Source: an optimization exercise on an open RTL-to-GDS flow (aim: small area and a short achievable clock period). Production flows keep margins and buffers that such runs may drop.
At most, simulation tests tie the RTL to the original design; equivalence was not proved.

==> flow/design.v <==
module instr_mem_responder #(
    parameter int              ADDR_W   = 16,
    parameter int              DATA_W   = 16,
    parameter int              DEPTH    = 256,
    parameter int              LATENCY  = 2,
    parameter logic [DATA_W-1:0] OOR_WORD = '0
) (
    input  logic                  clock,
    input  logic                  reset,
    input  logic [ADDR_W-1:0]     PC,
    input  logic                  instrmem_rd,
    input  logic                  load_en,
    input  logic [ADDR_W-1:0]     load_addr,
    input  logic [DATA_W-1:0]     load_data,
    output logic [DATA_W-1:0]     instr_dout,
    output logic                  complete_instr,
    output logic                  busy,
    output logic                  addr_err,
    output logic [31:0]           fetch_count
);
    logic [15:0] mem [256];
    logic        wb_en;
    logic [7:0]  wb_idx;
    logic [15:0] wb_data;
    logic        byp_hit;
    logic [15:0] byp_data;
    logic [15:0] cand [16];
    logic [15:0] sel_hi_n;
    logic        oor_q;
    logic        wait_q, resp_q, busy_q, err_q;
    logic [15:0] dout_q;
    logic [31:0] count;
    logic [15:0] rd_word;
    always_ff @(posedge clock) begin
        wb_en   <= load_en && (load_addr[15:8] == 8'd0);
        wb_idx  <= load_addr[7:0];
        wb_data <= load_data;
    end
    for (genvar w = 0; w < 256; w++) begin : g_word
        always_ff @(posedge clock) begin
            if (wb_en && (wb_idx == 8'(w))) begin
                mem[w] <= wb_data;
            end
        end
    end
    always_ff @(posedge clock) begin
        oor_q    <= (PC[15:8] != 8'd0);
        byp_hit  <= wb_en && (wb_idx == PC[7:0]);
        byp_data <= wb_data;
        for (int i = 0; i < 16; i++) begin
            logic [15:0] c;
            c = '1;
            for (int j = 0; j < 16; j++) begin
                c = c & (mem[16*i+j] | {16{PC[3:0] != 4'(j)}});
            end
            cand[i]     <= c;
            sel_hi_n[i] <= (PC[7:4] != 4'(i));
        end
    end
    always_comb begin
        rd_word = '1;
        for (int i = 0; i < 16; i++) begin
            rd_word = rd_word & (cand[i] | {16{sel_hi_n[i]}});
        end
        if (byp_hit) begin
            rd_word = byp_data;
        end
        rd_word = rd_word & {16{!oor_q}};
    end
    always_ff @(posedge clock or posedge reset) begin
        if (reset) begin
            wait_q <= 1'b0;
            resp_q <= 1'b0;
            busy_q <= 1'b0;
            err_q  <= 1'b0;
            dout_q <= '0;
            count  <= 32'd0;
        end else begin
            wait_q <= !busy_q && instrmem_rd;
            resp_q <= wait_q;
            busy_q <= (!busy_q && instrmem_rd) || wait_q;
            err_q  <= wait_q && oor_q;
            if (wait_q) begin
                dout_q <= rd_word;
                if (count != 32'hFFFF_FFFF) begin
                    count <= count + 32'd1;
                end
            end
        end
    end
    assign instr_dout     = dout_q;
    assign complete_instr = resp_q;
    assign addr_err       = err_q;
    assign busy           = busy_q;
    assign fetch_count    = count;
endmodule
make LEC_CHECK=0 ABC_CLOCK_PERIOD_IN_PS=2500 CAP_MARGIN=20 CORE_MARGIN=2 CORE_UTILIZATION=40 CTS_CLUSTER_DIAMETER=100 CTS_CLUSTER_SIZE=25 SETUP_SLACK_MARGIN=3.3 SLEW_MARGIN=20 finish   # period 6.0 ns
run.sh (not shown) runs the stock make flow with config.mk's settings and CLKGATE_MAP_FILE= SYNTH_SCRIPT=/design/flow/synth_recipe.tcl, a recipe that flattens the netlist after the stock synthesis.
The starting point finished but failed the layout checks on slew limit.
==> next run, changes <==
--- a/flow/design.v
+++ b/flow/design.v
@@ -17,54 +17,45 @@
     output logic                  busy,
     output logic                  addr_err,
     output logic [31:0]           fetch_count
 );
-    logic [15:0] mem [256];
-    logic        wb_en;
-    logic [7:0]  wb_idx;
+    logic [15:0] wb_hi, wb_lo;    
     logic [15:0] wb_data;
-    logic        byp_hit;
-    logic [15:0] byp_data;
-    logic [15:0] cand [16];
-    logic [15:0] sel_hi_n;
+    logic [15:0] sel_lo, sel_hi;
     logic        oor_q;
     logic        wait_q, resp_q, busy_q, err_q;
     logic [15:0] dout_q;
     logic [31:0] count;
+    logic [15:0] mem [256];
     logic [15:0] rd_word;
     always_ff @(posedge clock) begin
-        wb_en   <= load_en && (load_addr[15:8] == 8'd0);
-        wb_idx  <= load_addr[7:0];
+        for (int i = 0; i < 16; i++) begin
+            wb_hi[i] <= load_en && (load_addr[15:8] == 8'd0) && (load_addr[7:4] == 4'(i));
+            wb_lo[i] <= (load_addr[3:0] == 4'(i));
+        end
         wb_data <= load_data;
+        oor_q   <= (PC[15:8] != 8'd0);
+        for (int i = 0; i < 16; i++) begin
+            sel_lo[i] <= (PC[3:0] != 4'(i));
+            sel_hi[i] <= !((PC[7:4] == 4'(i)) && (PC[15:8] == 8'd0));
+        end
     end
     for (genvar w = 0; w < 256; w++) begin : g_word
         always_ff @(posedge clock) begin
-            if (wb_en && (wb_idx == 8'(w))) begin
+            if (wb_hi[w/16] && wb_lo[w%16]) begin
                 mem[w] <= wb_data;
             end
-        end
-    end
-    always_ff @(posedge clock) begin
-        oor_q    <= (PC[15:8] != 8'd0);
-        byp_hit  <= wb_en && (wb_idx == PC[7:0]);
-        byp_data <= wb_data;
-        for (int i = 0; i < 16; i++) begin
-            logic [15:0] c;
-            c = '1;
-            for (int j = 0; j < 16; j++) begin
-                c = c & (mem[16*i+j] | {16{PC[3:0] != 4'(j)}});
-            end
-            cand[i]     <= c;
-            sel_hi_n[i] <= (PC[7:4] != 4'(i));
         end
     end
     always_comb begin
         rd_word = '1;
         for (int i = 0; i < 16; i++) begin
-            rd_word = rd_word & (cand[i] | {16{sel_hi_n[i]}});
-        end
-        if (byp_hit) begin
-            rd_word = byp_data;
+            logic [15:0] part;
+            part = '1;
+            for (int j = 0; j < 16; j++) begin
+                part = part & (mem[16*i+j] | {16{sel_lo[j]}});
+            end
+            rd_word = rd_word & (part | {16{sel_hi[i]}});
         end
         rd_word = rd_word & {16{!oor_q}};
     end
     always_ff @(posedge clock or posedge reset) begin
Effect: The changed run finished clean. Worst setup slack is worse by 0.20 ns. Synthesized cell count goes down by roughly a tenth. Die area goes down by a little under a tenth. Flip-flop and latch count goes down by 234. Utilization goes up by 0.41 points.
Function not checked in the first run of this note: the RTL went through the layout flow alone.

[re-timing with driven ports]
The flow's constraints put no driver on any port. The routed layouts listed below were extracted and timed again, unchanged, in two steps.
Step 1: set_driving_cell puts a clkbuf_16 on clock and a buf_2 on each other input, an assumption about the parent block.
Step 2 adds t to the input delays and takes it off the output delays; t is the mean of the earliest and latest rising clock arrival at the registers after step 1. Input paths then give back, and output paths get back, about the clock's delay inside the block.
Three values: no drivers, after step 1, after step 2; two values: the first two.
| run | shift t [ns] | slack for setup (ns) | hold WS [ns] | worst setup path at the end |
|---|---|---|---|---|
| the first run | 1.087 | 3.055 / 2.909 / 1.822 | 0.462 / 0.462 / 0.462 | input to register |
| the second run | 1.037 | 2.854 / 2.854 / 2.566 | 0.466 / 0.466 / 0.466 | input to register |
The setup slack of the first run, which loses most, moves by -0.146 ns with the drivers and by -1.233 ns with both steps.
